This is an optimization exercise on Yosys and OpenROAD, whose aim is small area and a short achievable clock period, not a production implementation. RTL that was checked went through simulation tests only; none was proved equivalent to the original. Power is estimated from default activity; no workload was simulated.

==> flow/design.v <==
package ahb3lite_pkg;
    typedef enum logic [1:0] {
        IDLE   = 2'b00,
        BUSY   = 2'b01,
        NONSEQ = 2'b10,
        SEQ    = 2'b11
    } HTRANS_state;
    typedef enum logic [2:0] {
        S_IDLE,
        S_WAIT,
        S_DATA,
        S_ERR1,
        S_ERR2
    } slave_state_t;
    localparam logic HRESP_OKAY  = 1'b0;
    localparam logic HRESP_ERROR = 1'b1;
endpackage
module ahb3lite_mem_bit (
    input  logic clk_i,
    input  logic we_i,
    input  logic hold_i,    
    input  logic d_i,
    output logic next_o     
);
    logic q;
    assign next_o = (we_i & d_i) | (hold_i & q);
    always_ff @(posedge clk_i) begin
        q <= next_o;
    end
endmodule
module ahb3lite_aoi222 (
    input  logic [2:0] s_i,
    input  logic [2:0] d_i,
    output logic       y_no
);
    assign y_no = !(|(s_i & d_i));
endmodule
module ahb3lite_rd_bit (
    input  logic [63:0] sel_i,
    input  logic [63:0] bits_i,
    output logic        bit_o
);
    logic [21:0] grp_n;
    for (genvar g = 0; g < 21; g++) begin : g_aoi
        ahb3lite_aoi222 u_aoi (
            .s_i  (sel_i[3*g +: 3]),
            .d_i  (bits_i[3*g +: 3]),
            .y_no (grp_n[g])
        );
    end
    assign grp_n[21] = !(sel_i[63] & bits_i[63]);
    assign bit_o = !(&grp_n);
endmodule
module ahb3lite_sp_ram #(
    parameter int DEPTH = 64,
    parameter int AW    = $clog2(DEPTH)
) (
    input  logic          clk_i,
    input  logic          we_i,
    input  logic [AW-1:0] waddr_i,
    input  logic [31:0]   wdata_i,
    input  logic          re_i,
    input  logic [AW-1:0] raddr_i,
    output logic [31:0]   rdata_o    
);
    logic [63:0] wsel;
    logic [63:0] whold;
    logic [63:0] rsel;
    logic [63:0] next [32];    
    always_comb begin
        for (int w = 0; w < 64; w++) begin
            wsel[w]  = we_i && (waddr_i == 6'(w));
            whold[w] = !wsel[w];
            rsel[w]  = re_i && (raddr_i == 6'(w));
        end
    end
    for (genvar w = 0; w < 64; w++) begin : g_word
        for (genvar b = 0; b < 32; b++) begin : g_bit
            ahb3lite_mem_bit u_bit (
                .clk_i  (clk_i),
                .we_i   (wsel[w]),
                .hold_i (whold[w]),
                .d_i    (wdata_i[b]),
                .next_o (next[b][w])
            );
        end
    end
    for (genvar b = 0; b < 32; b++) begin : g_rd
        ahb3lite_rd_bit u_rd (
            .sel_i  (rsel),
            .bits_i (next[b]),
            .bit_o  (rdata_o[b])
        );
    end
endmodule
module ahb3lite_mem_slave (
    input  logic        HCLK,
    input  logic        HRESET,
    input  logic        HSEL,
    input  logic [31:0] HADDR,
    input  logic [1:0]  HTRANS,
    input  logic        HWRITE,
    input  logic [31:0] HWDATA,
    input  logic        HREADY,
    output logic        HREADYOUT,
    output logic        HRESP,
    output logic [31:0] HRDATA,
    output logic [31:0] mem_WR_addr,
    output logic        mem_write_flag,
    output logic [31:0] HWDATA_toMem,
    output logic [15:0] wr_count
);
    logic        ready_q;    
    logic        resp_q;     
    logic        wr_q;       
    logic [5:0]  waddr_q;    
    logic [31:0] rdata_q;    
    logic [15:0] wr_count_q;
    logic        accept;
    logic        in_range;
    logic        err_start;
    logic        wr_start;
    logic        rd_start;
    logic [31:0] rdata_d;
    assign in_range  = (HADDR[31:6] == 26'd0);
    assign accept    = HSEL && HREADY && ready_q && HTRANS[1];
    assign err_start = accept && !in_range;
    assign wr_start  = accept && in_range && HWRITE;
    assign rd_start  = accept && in_range && !HWRITE;
    always_ff @(posedge HCLK or posedge HRESET) begin
        if (HRESET) begin
            ready_q    <= 1'b1;
            resp_q     <= 1'b0;
            wr_q       <= 1'b0;
            waddr_q    <= 6'd0;
            rdata_q    <= 32'h0;
            wr_count_q <= 16'd0;
        end else begin
            ready_q    <= !err_start;
            resp_q     <= err_start || !ready_q;
            wr_q       <= wr_start;
            waddr_q    <= wr_start ? HADDR[5:0] : 6'd0;
            rdata_q    <= rdata_d;
            wr_count_q <= wr_count_q + {15'd0, wr_q};
        end
    end
    ahb3lite_sp_ram #(
        .DEPTH (64),
        .AW    (6)
    ) u_ram (
        .clk_i   (HCLK),
        .we_i    (wr_q),
        .waddr_i (waddr_q),
        .wdata_i (HWDATA),
        .re_i    (rd_start),
        .raddr_i (HADDR[5:0]),
        .rdata_o (rdata_d)
    );
    assign HREADYOUT      = ready_q;
    assign HRESP          = resp_q;
    assign HRDATA         = rdata_q;
    assign mem_write_flag = wr_q;
    assign mem_WR_addr    = {26'd0, waddr_q};
    assign HWDATA_toMem   = wr_q ? HWDATA : 32'h0;
    assign wr_count       = wr_count_q;
endmodule
make LEC_CHECK=0 CAP_MARGIN=20 CORE_MARGIN=2 CORE_UTILIZATION=40 SETUP_SLACK_MARGIN=2.5 SLEW_MARGIN=20 SYNTH_HIERARCHICAL=1 finish   # period 5.5 ns
run.sh (not shown) runs the stock make flow with config.mk's settings and CLKGATE_MAP_FILE= SYNTH_SCRIPT=/design/flow/synth_recipe.tcl, a recipe that flattens the netlist after the stock synthesis.
Rerun with:
--- a/flow/design.v
+++ b/flow/design.v
@@ -19,14 +19,12 @@
     input  logic clk_i,
     input  logic we_i,
     input  logic hold_i,    
     input  logic d_i,
-    output logic next_o     
+    output logic q_o
 );
-    logic q;
-    assign next_o = (we_i & d_i) | (hold_i & q);
     always_ff @(posedge clk_i) begin
-        q <= next_o;
+        q_o <= (we_i & d_i) | (hold_i & q_o);
     end
 endmodule
 module ahb3lite_aoi222 (
     input  logic [2:0] s_i,
@@ -50,29 +48,25 @@
     end
     assign grp_n[21] = !(sel_i[63] & bits_i[63]);
     assign bit_o = !(&grp_n);
 endmodule
-module ahb3lite_sp_ram #(
-    parameter int DEPTH = 64,
-    parameter int AW    = $clog2(DEPTH)
-) (
-    input  logic          clk_i,
-    input  logic          we_i,
-    input  logic [AW-1:0] waddr_i,
-    input  logic [31:0]   wdata_i,
-    input  logic          re_i,
-    input  logic [AW-1:0] raddr_i,
-    output logic [31:0]   rdata_o    
+module ahb3lite_sp_ram (
+    input  logic        clk_i,
+    input  logic        we_i,
+    input  logic [5:0]  waddr_i,
+    input  logic [31:0] wdata_i,
+    input  logic [5:0]  raddr_i,
+    output logic [31:0] rdata_o
 );
     logic [63:0] wsel;
     logic [63:0] whold;
     logic [63:0] rsel;
-    logic [63:0] next [32];    
+    logic [63:0] bits [32];    
     always_comb begin
         for (int w = 0; w < 64; w++) begin
             wsel[w]  = we_i && (waddr_i == 6'(w));
             whold[w] = !wsel[w];
-            rsel[w]  = re_i && (raddr_i == 6'(w));
+            rsel[w]  = (raddr_i == 6'(w));
         end
     end
     for (genvar w = 0; w < 64; w++) begin : g_word
         for (genvar b = 0; b < 32; b++) begin : g_bit
@@ -80,16 +74,16 @@
                 .clk_i  (clk_i),
                 .we_i   (wsel[w]),
                 .hold_i (whold[w]),
                 .d_i    (wdata_i[b]),
-                .next_o (next[b][w])
+                .q_o    (bits[b][w])
             );
         end
     end
     for (genvar b = 0; b < 32; b++) begin : g_rd
         ahb3lite_rd_bit u_rd (
             .sel_i  (rsel),
-            .bits_i (next[b]),
+            .bits_i (bits[b]),
             .bit_o  (rdata_o[b])
         );
     end
 endmodule
@@ -120,14 +114,19 @@
     logic        in_range;
     logic        err_start;
     logic        wr_start;
     logic        rd_start;
+    logic        bypass;
+    logic [31:0] rdata_arr;
     logic [31:0] rdata_d;
     assign in_range  = (HADDR[31:6] == 26'd0);
     assign accept    = HSEL && HREADY && ready_q && HTRANS[1];
     assign err_start = accept && !in_range;
     assign wr_start  = accept && in_range && HWRITE;
     assign rd_start  = accept && in_range && !HWRITE;
+    assign bypass    = wr_q && (waddr_q == HADDR[5:0]);
+    assign rdata_d   = ({32{rd_start && !bypass}} & rdata_arr)
+                     | ({32{rd_start && bypass}} & HWDATA);
     always_ff @(posedge HCLK or posedge HRESET) begin
         if (HRESET) begin
             ready_q    <= 1'b1;
             resp_q     <= 1'b0;
@@ -143,19 +142,15 @@
             rdata_q    <= rdata_d;
             wr_count_q <= wr_count_q + {15'd0, wr_q};
         end
     end
-    ahb3lite_sp_ram #(
-        .DEPTH (64),
-        .AW    (6)
-    ) u_ram (
+    ahb3lite_sp_ram u_ram (
         .clk_i   (HCLK),
         .we_i    (wr_q),
         .waddr_i (waddr_q),
         .wdata_i (HWDATA),
-        .re_i    (rd_start),
         .raddr_i (HADDR[5:0]),
-        .rdata_o (rdata_d)
+        .rdata_o (rdata_arr)
     );
     assign HREADYOUT      = ready_q;
     assign HRESP          = resp_q;
     assign HRDATA         = rdata_q;
=> The new run passed the timing, design-rule and antenna checks. Utilization shrinks by 1.6 points. Worst setup slack improved by 440 ps. Critical path depth shrinks by 9. Clock skew grows by 5.6 ps. Count of clock-buffer cells in the layout grows by 18. Cell area shrinks slightly. Sequential power stays flat. Flip-flop and latch count does not change.
For the first run of this note, only the layout was checked, not whether the RTL still works.

-- what the ideal ports hide --
Ports are ideal in the flow. The routed layouts listed here were re-timed in OpenROAD.
Step 1: set_driving_cell puts a clkbuf_16 on HCLK and a buf_2 on each other input, an assumption about the parent block.
Step 2 adds t to the input delays and takes it off the output delays; t is the mean of the earliest and latest rising clock arrival at the registers after step 1. Input paths then give back, and output paths get back, about the clock's delay inside the block.
Three values: ideal ports, drivers, drivers and shift; two values: the first two.
run	t (ns)	slack for setup (ns)	hold WS [ns]	slew at the worst register clock pin (ns)	worst slew at a driven data input, ns
the first run	0.950	1.696 / 1.696 / 0.780	0.457 / 0.457 / 0.457	0.07 / 0.07	0.36
the second run	0.934	2.131 / 2.131 / 1.266	0.458 / 0.458 / 0.458	0.07 / 0.07	0.17
After both steps every run listed still meets setup and hold. For the first run, which loses most, drivers alone change the setup slack by 0.000 ns; drivers and shift together by -0.916 ns.
